Context: an optimization exercise on an open-source flow, tuned for small area. The choices shown serve that exercise and are no tape-out recipe.
No functional check of the RTL was part of this run.
Power figures rest on the tool's default switching activity, not on a simulated workload.

==> design/flow/design.v <==
package rf_pkg;
  localparam int unsigned DataWidth = 32;
  localparam int unsigned IntgWidth = 7;
  localparam int unsigned WordWidth = DataWidth + IntgWidth;
  localparam int unsigned AddrWidth = 5;
  localparam logic [IntgWidth*DataWidth-1:0] IntgMask = {
    32'h0810_2040,   
    32'h0408_1020,
    32'h0204_0810,
    32'h8102_0408,
    32'h4081_0204,
    32'h2040_8102,
    32'h1020_4081    
  };
endpackage
module rf_ao22 (
  input  logic a1_i, a2_i, b1_i, b2_i,
  output logic y_o
);
  assign y_o = (a1_i & a2_i) | (b1_i & b2_i);
endmodule
module rf_aoi222 (
  input  logic a1_i, a2_i, b1_i, b2_i, c1_i, c2_i,
  output logic y_o
);
  assign y_o = ~((a1_i & a2_i) | (b1_i & b2_i) | (c1_i & c2_i));
endmodule
module rf_nand4 (
  input  logic a_i, b_i, c_i, d_i,
  output logic y_o
);
  assign y_o = ~(a_i & b_i & c_i & d_i);
endmodule
module rf_nand2 (
  input  logic a_i, b_i,
  output logic y_o
);
  assign y_o = ~(a_i & b_i);
endmodule
module rf_a2111o (
  input  logic a1_i, a2_i, b_i, c_i, d_i,
  output logic y_o
);
  assign y_o = (a1_i & a2_i) | b_i | c_i | d_i;
endmodule
module rf_xor2 (
  input  logic a_i, b_i,
  output logic y_o
);
  assign y_o = a_i ^ b_i;
endmodule
module rf_intg_check (
  input  logic [rf_pkg::WordWidth-1:0] word_i,
  output logic                         err_o
);
  localparam int unsigned DW = rf_pkg::DataWidth;
  localparam int unsigned IW = rf_pkg::IntgWidth;
  logic [IW-1:0] syn;
  for (genvar k = 0; k < IW; k++) begin : gen_syn
    localparam int unsigned N = (DW - k + IW - 1) / IW;   
    logic [N:0] acc;
    assign acc[0] = word_i[DW + k];
    for (genvar j = 0; j < N; j++) begin : gen_x
      rf_xor2 u_x (.a_i(acc[j]), .b_i(word_i[k + IW*j]), .y_o(acc[j+1]));
    end
    assign syn[k] = acc[N];
  end
  assign err_o = |syn;
endmodule
module rf_top #(
  parameter int unsigned NumRegs = 32
) (
  input  logic                         clk_i,
  input  logic                         rst_ni,
  input  logic                         acc_req_i,
  output logic                         acc_gnt_o,
  input  logic                         acc_we_i,
  input  logic [rf_pkg::AddrWidth-1:0] acc_addr_i,
  input  logic [rf_pkg::DataWidth-1:0] acc_wdata_i,
  input  logic [rf_pkg::IntgWidth-1:0] acc_wintg_i,
  output logic                         acc_rvalid_o,
  output logic [rf_pkg::DataWidth-1:0] acc_rdata_o,
  output logic                         acc_err_o,
  output logic                         core_sleep_o,
  output logic                         alert_major_o
);
  localparam int unsigned AW = rf_pkg::AddrWidth;
  localparam int unsigned DW = rf_pkg::DataWidth;
  localparam int unsigned WW = rf_pkg::WordWidth;
  logic          gnt;
  logic          rvalid_q;
  logic          we_q;
  logic          alert_q;
  logic [AW-1:0] addr_q;
  logic [WW-1:0] wword_q;
  logic          is_read;
  logic          is_write;
  assign gnt          = acc_req_i & ~rvalid_q;
  assign acc_gnt_o    = gnt;
  assign acc_rvalid_o = rvalid_q;
  assign core_sleep_o = ~acc_req_i & ~rvalid_q;
  always_ff @(posedge clk_i or negedge rst_ni) begin
    if (!rst_ni) begin
      rvalid_q <= 1'b0;
    end else begin
      rvalid_q <= gnt;
    end
  end
  always_ff @(posedge clk_i) begin
    we_q    <= acc_we_i;
    addr_q  <= acc_addr_i;
    wword_q <= {acc_wintg_i, acc_wdata_i};
  end
  assign is_read  = rvalid_q & ~we_q;
  assign is_write = rvalid_q & we_q;
  logic [WW-1:0]      regs_q [NumRegs];
  logic [WW-1:0]      regs_d [NumRegs];
  logic [NumRegs-1:0] valid_q;
  logic [NumRegs-1:0] keep;
  logic [NumRegs-1:0] set;
  logic [NumRegs-1:0] rsel;
  assign regs_q[0]  = '0;
  assign regs_d[0]  = '0;
  assign valid_q[0] = 1'b0;
  assign keep[0]    = 1'b1;
  assign set[0]     = 1'b0;
  assign rsel[0]    = 1'b0;
  for (genvar i = 1; i < NumRegs; i++) begin : gen_regs
    assign keep[i] = ~(gnt & acc_we_i & (acc_addr_i == AW'(i)));
    assign set[i]  = is_write & (addr_q == AW'(i));
    assign rsel[i] = is_read & valid_q[i] & (addr_q == AW'(i));
    for (genvar b = 0; b < WW; b++) begin : gen_bit
      rf_ao22 u_nxt (
        .a1_i(regs_q[i][b]), .a2_i(keep[i]),
        .b1_i(wword_q[b]),   .b2_i(set[i]),
        .y_o (regs_d[i][b])
      );
    end
    always_ff @(posedge clk_i) begin
      regs_q[i] <= regs_d[i];
    end
    always_ff @(posedge clk_i or negedge rst_ni) begin
      if (!rst_ni) begin
        valid_q[i] <= 1'b0;
      end else begin
        valid_q[i] <= valid_q[i] | set[i];
      end
    end
  end
  logic [WW-1:0] rword;
  for (genvar b = 0; b < WW; b++) begin : gen_rd
    logic [9:0] g;    
    logic [2:0] n;
    for (genvar j = 0; j < 10; j++) begin : gen_g
      rf_aoi222 u_g (
        .a1_i(rsel[3*j+1]), .a2_i(regs_q[3*j+1][b]),
        .b1_i(rsel[3*j+2]), .b2_i(regs_q[3*j+2][b]),
        .c1_i(rsel[3*j+3]), .c2_i(regs_q[3*j+3][b]),
        .y_o (g[j])
      );
    end
    rf_nand4 u_n0 (.a_i(g[0]), .b_i(g[1]), .c_i(g[2]), .d_i(g[3]), .y_o(n[0]));
    rf_nand4 u_n1 (.a_i(g[4]), .b_i(g[5]), .c_i(g[6]), .d_i(g[7]), .y_o(n[1]));
    rf_nand2 u_n2 (.a_i(g[8]), .b_i(g[9]), .y_o(n[2]));
    rf_a2111o u_o (
      .a1_i(rsel[31]), .a2_i(regs_q[31][b]),
      .b_i (n[0]), .c_i(n[1]), .d_i(n[2]),
      .y_o (rword[b])
    );
  end
  rf_intg_check u_intg_check (
    .word_i(rword),
    .err_o (acc_err_o)
  );
  assign acc_rdata_o = rword[DW-1:0];
  always_ff @(posedge clk_i or negedge rst_ni) begin
    if (!rst_ni) begin
      alert_q <= 1'b0;
    end else begin
      alert_q <= alert_q | acc_err_o;
    end
  end
  assign alert_major_o = alert_q;
endmodule
==> design/flow/run.sh <==
#!/bin/bash
# synth_recipe.tcl (not shown) runs the flow's synth.tcl, then flattens the netlist and writes it again
# the make line also repeats each setting of config.mk as NAME=value (left out here)
make -C /OpenROAD-flow-scripts/flow DESIGN_CONFIG=/design/flow/config.mk WORK_HOME=/design/flow/orfs CLKGATE_MAP_FILE= SYNTH_SCRIPT=/design/flow/synth_recipe.tcl finish
==> design/flow/config.mk <==
export PLATFORM = sky130hd
export DESIGN_NAME = rf_top
export DESIGN_NICKNAME = rf_top
export VERILOG_FILES = /design/flow/design.v
export SDC_FILE = /design/flow/constraint.sdc
export NUM_CORES = 4
export LEC_CHECK = 0
export CAP_MARGIN = 30
export CORE_MARGIN = 2
export CORE_UTILIZATION = 40
export SLEW_MARGIN = 30
export SYNTH_HIERARCHICAL = 1
export SYNTH_MINIMUM_KEEP_SIZE = 0
==> design/flow/constraint.sdc <==
create_clock -name core_clock -period 15.0 [get_ports {clk_i}]
set_input_delay 3.0000 -clock core_clock [delete_from_list [all_inputs] [get_ports {clk_i}]]
set_output_delay 3.0000 -clock core_clock [all_outputs]
set_load 0.01 [all_outputs]
==> summary.txt <==
area by class of cell:
class                      count  area (um^2)  area share [%]
antenna                        1        2.502        0.004860
clock buffer                 194         3914           7.602
clock inverter                39        495.5          0.9624
inverter                       1        3.754        0.007291
multi-input combinational   1969        17530           34.05
sequential                  1287        25950           50.39
tap                         1403         1755           3.410
timing repair buffer         209         1839           3.572
state kept, by name, indices dropped and copies added (netlist names):
name and count:
wword_q 39, alert_q 1, rvalid_q 1, addr_q 5, regs_q 1209, valid_q 31
we_q 1
per-module statistics from Yosys (local to each module, per instance):
| module | cells | times used | flops+latches | cell area (um^2) |
|---|---|---|---|---|
| rf_top | 1528 | 1 | 1287 | 27520 |
| rf_intg_check | 3 | 1 | 0 | 15.01 |
| rf_a2111o | 1 | 39 | 0 | 11.26 |
| rf_aoi222 | 1 | 390 | 0 | 10.01 |
| rf_ao22 | 1 | 1209 | 0 | 8.758 |
| rf_xor2 | 1 | 32 | 0 | 8.758 |
| rf_nand4 | 1 | 78 | 0 | 6.256 |
| rf_nand2 | 1 | 39 | 0 | 3.754 |
layout by cell type, fill, tap and decap left out, types with 31 or more instances in the layout:
cell | netlist | final
xor2_1 | 32 | 32
a22o_1 | 1209 | 1209
clkbuf_1 | 6 | 31
buf_4 | 36 | 122
nand2_1 | 41 | 41
dfrtp_1 | 33 | 33
clkdlybuf4s50_1 | 0 | 84
clkbuf_16 | 0 | 138
nand4_1 | 80 | 80
dfxtp_1 | 1254 | 1241
a222oi_1 | 390 | 390
a2111o_1 | 39 | 39
worst max-delay path, cell delays in order, from the launching register on:
cell             delay (ns)
dfxtp_1                0.96
nor4bb_1               0.67
and3_2                 0.29
buf_4                  0.55
a222oi_1               0.22
nand4_1                0.23
a2111o_1               0.18
xor2_1                 0.18
xor2_1                 0.21
xor2_1                 0.19
xor2_1                 0.23
xor2_1                 0.27
nor4_1                 0.07
nand2_1                0.28
clkdlybuf4s50_1        0.62
cells by family after synthesis:
| logic type | share of synthesized area [%] |
|---|---|
| XOR/XNOR | 0.6461 |
| AO/OA/AOI/OAI | 34.98 |
| flip-flops | 59.78 |
| buffers and inverters | 0.9259 |
| AND/OR/NAND/NOR | 3.675 |
routing by layer:
layer	part of all wire [%]	GRT usage, %	vias up
li1	-	-	15080
met1	43	37.65	18070
met2	44	42.72	1968
met3	9.7	6.477	379
met4	3.5	10.66	4
met5	0.017	0	-
path summary, 6_finish.rpt:
path	start	endpoint	slack, ns	depth (start not counted)
setup / recovery	addr_q[2]$_DFF_P_	acc_err_o	6.07	14
max in group asynchronous	rst_ni	valid_q[24]$_DFF_PN0_	11.97	2
hold / removal	valid_q[31]$_DFF_PN0_	valid_q[31]$_DFF_PN0_	0.47	1
min in group asynchronous	rst_ni	valid_q[7]$_DFF_PN0_	2.68	2
setup reg to reg	addr_q[2]$_DFF_P_	alert_q$_DFF_PN0_	9.96	14
hold reg to reg	valid_q[31]$_DFF_PN0_	valid_q[31]$_DFF_PN0_	0.47	1
power by group through the flow:
stage | Combinational, mW | Clock (mW) | Sequential, mW
6_report | 0.493 | 3.36 | 4.03
5_1_grt | 0.533 | 3.54 | 4.06
4_1_cts | 0.490 | 3.39 | 4.02
3_5_place_dp | 0.492 | 0 | 4.08
3_3_place_gp | 0.474 | 0 | 4.08
2_1_floorplan | 0.371 | 0 | 4.04
stage by stage:
step / instance area [um^2] / hold WS [ns]
6_report: 51490 / 0.4672
5_1_grt: 51480 / 0.4771
4_1_cts: 51480 / 0.4682
3_5_place_dp: 47070 / 0.4531
3_3_place_gp: 46960 / 0.4494
2_1_floorplan: 43380 / 0.4241
==> flow_metrics.py <==
metrics = {
    "status": {
        "outcome": "finished clean",
    },
    "detailed_routing": {
        "vias": 35500,
        "routed_wirelength_um": 159400,
        "drc": 0,
        "drt-pass1-iter-count": 9,
        "drt_iter0_drc": 5301,
        "ant_nets": 0,
        "wire_per_inst_um": 31.25,
        "viasPerCell": 6.957,
    },
    "die": {
        "core.rowCount": 120,
        "coreArea_um2": 107400,
        "fp.dieH_um": 333.3,
        "die_w_um": 333.3,
        "start_util_pct": 40.41,
        "top_level_ports": 85,
        "fp.dieArea_um2": 111100,
    },
    "finish": {
        "syn2layout_area_growth_pct": 18.69,
        "final_util_pct": 47.96,
        "fillers": 9517,
        "nNetsFinal": 3651,
        "drive_above_1_share_pct": 11.92,
        "fin_cells": 5103,
    },
    "global_routing": {
        "first_global_vias": 34770,
        "grtUsageTotal_pct": 27.73,
        "grt_pass1_wl_um": 235200,
        "grt_max_degree": 40,
        "grt_overflow": 0,
        "antenna_found_initial": 3,
    },
    "critical_path": {
        "cp_max_fo": 39,
        "crit_path_end_kind": "output port",
        "cp.arrival_ns": 5.93,
        "crit_type": "register to output port",
        "worstSetupStartpointType": "register",
        "critPathRequiredTime_ns": 12.00,
    },
    "logic_synthesis": {
        "netlist_top_cells_count": "dfxtp_1, a22o_1, a222oi_1, nand4_1, nand2_1",
        "synth_nets": 3366,
        "syn_area_um2": 43380,
        "synth_ff_type": "dfxtp_1",
        "ys_top_cells_by_area": "dfxtp_1, a22o_1, a222oi_1",
        "ys_ff_latch": 1287,
        "syn-instance-count": 3318,
        "synth.yosys.seq_area_share_pct": 59.78,
        "synth_top_area_share_pct": 57.87,
        "synth.largest_area_cell": "dfxtp_1",
        "synth_most_common_cell": "dfxtp_1",
        "synth.distinct_cells": 43,
        "synth_edf_count": 0,
        "yosysWarnings": 11,
        "synth_async_sr_flop_share_pct": 2.564,
        "avgSynthCellArea_um2": 13.07,
    },
    "clock_tree": {
        "cts_tree": "built",
        "postCtsSetupBuffers": 0,
        "root_buffer": "clkbuf_16",
        "postCtsHoldBufs": 0,
        "cts_made_buffers": 135,
        "htree_levels": 4,
        "cts_sinks": 1287,
        "ctsResizeCount": 0,
        "path_clk_slew_ns": 0.06,
        "cts.path.max_buffers": 3,
        "clk-insertion-delay-late_ns": 0.75,
    },
    "sta": {
        "rsz0062_at_grt": "no",
        "setup_tns_ns": 0,
        "final.min_clock_period_ns": 8.931,
        "tightest_slew_ns": 0.9783,
        "setup_ws_ns": 6.069,
        "finalCritPeriodShare_pct": 59.54,
        "hold_violations": 0,
        "maxSlewHeadroom_pct": 34.69,
        "finClkSkew_ns": 0.03358,
        "slew_viol_final": 0,
        "setup_viol": 0,
        "fmaxAchievable_ghz": 0.1120,
    },
    "flow_run": {
        "maxCapViolCount": 0,
    },
    "power": {
        "comb_power_share_pct": 6.3,
        "power_mw": 7.873,
        "swShare_pct": 23.06,
        "seqPwrFrac_pct": 51.1,
        "ir_worst_vdd_mv": 0.1141,
        "p_clk_share_pct": 42.6,
        "switching_power_mw": 1.816,
        "p_leak_nw": 20.01,
        "p_int_mw": 6.058,
        "power.density_nw_per_um2": 152.9,
    },
    "place": {
        "hpwlAfterDp_um": 84570,
        "dpl_worst_slack_ns": 6.984,
        "gp_congestion": 0.8306,
        "port_buffers": 84,
        "post-place-cells": 4869,
    },
    "hold_path": {
        "hp-class": "register to register",
    },
}

[port drivers added, routing unchanged]
Ports are ideal in the flow. The routed layout listed here was re-timed in OpenROAD.
Step 1: set_driving_cell puts a clkbuf_16 on clk_i and a buf_2 on each other input, an assumption about the parent block.
Step 2, shift: input delay + t, output delay - t, t = (earliest + latest rising clock arrival at the registers) / 2. This alone moves slack from input paths to output paths.
Three values: no drivers, after step 1, after step 2; two values: the first two.
t, ns: 0.803
setup slack, ns: 6.069 / 6.001 / 6.804
worst setup path after step 2: register to output
After both steps this run still meets setup and hold. For this run, drivers alone change the setup slack by -0.068 ns; drivers and shift together by +0.735 ns.
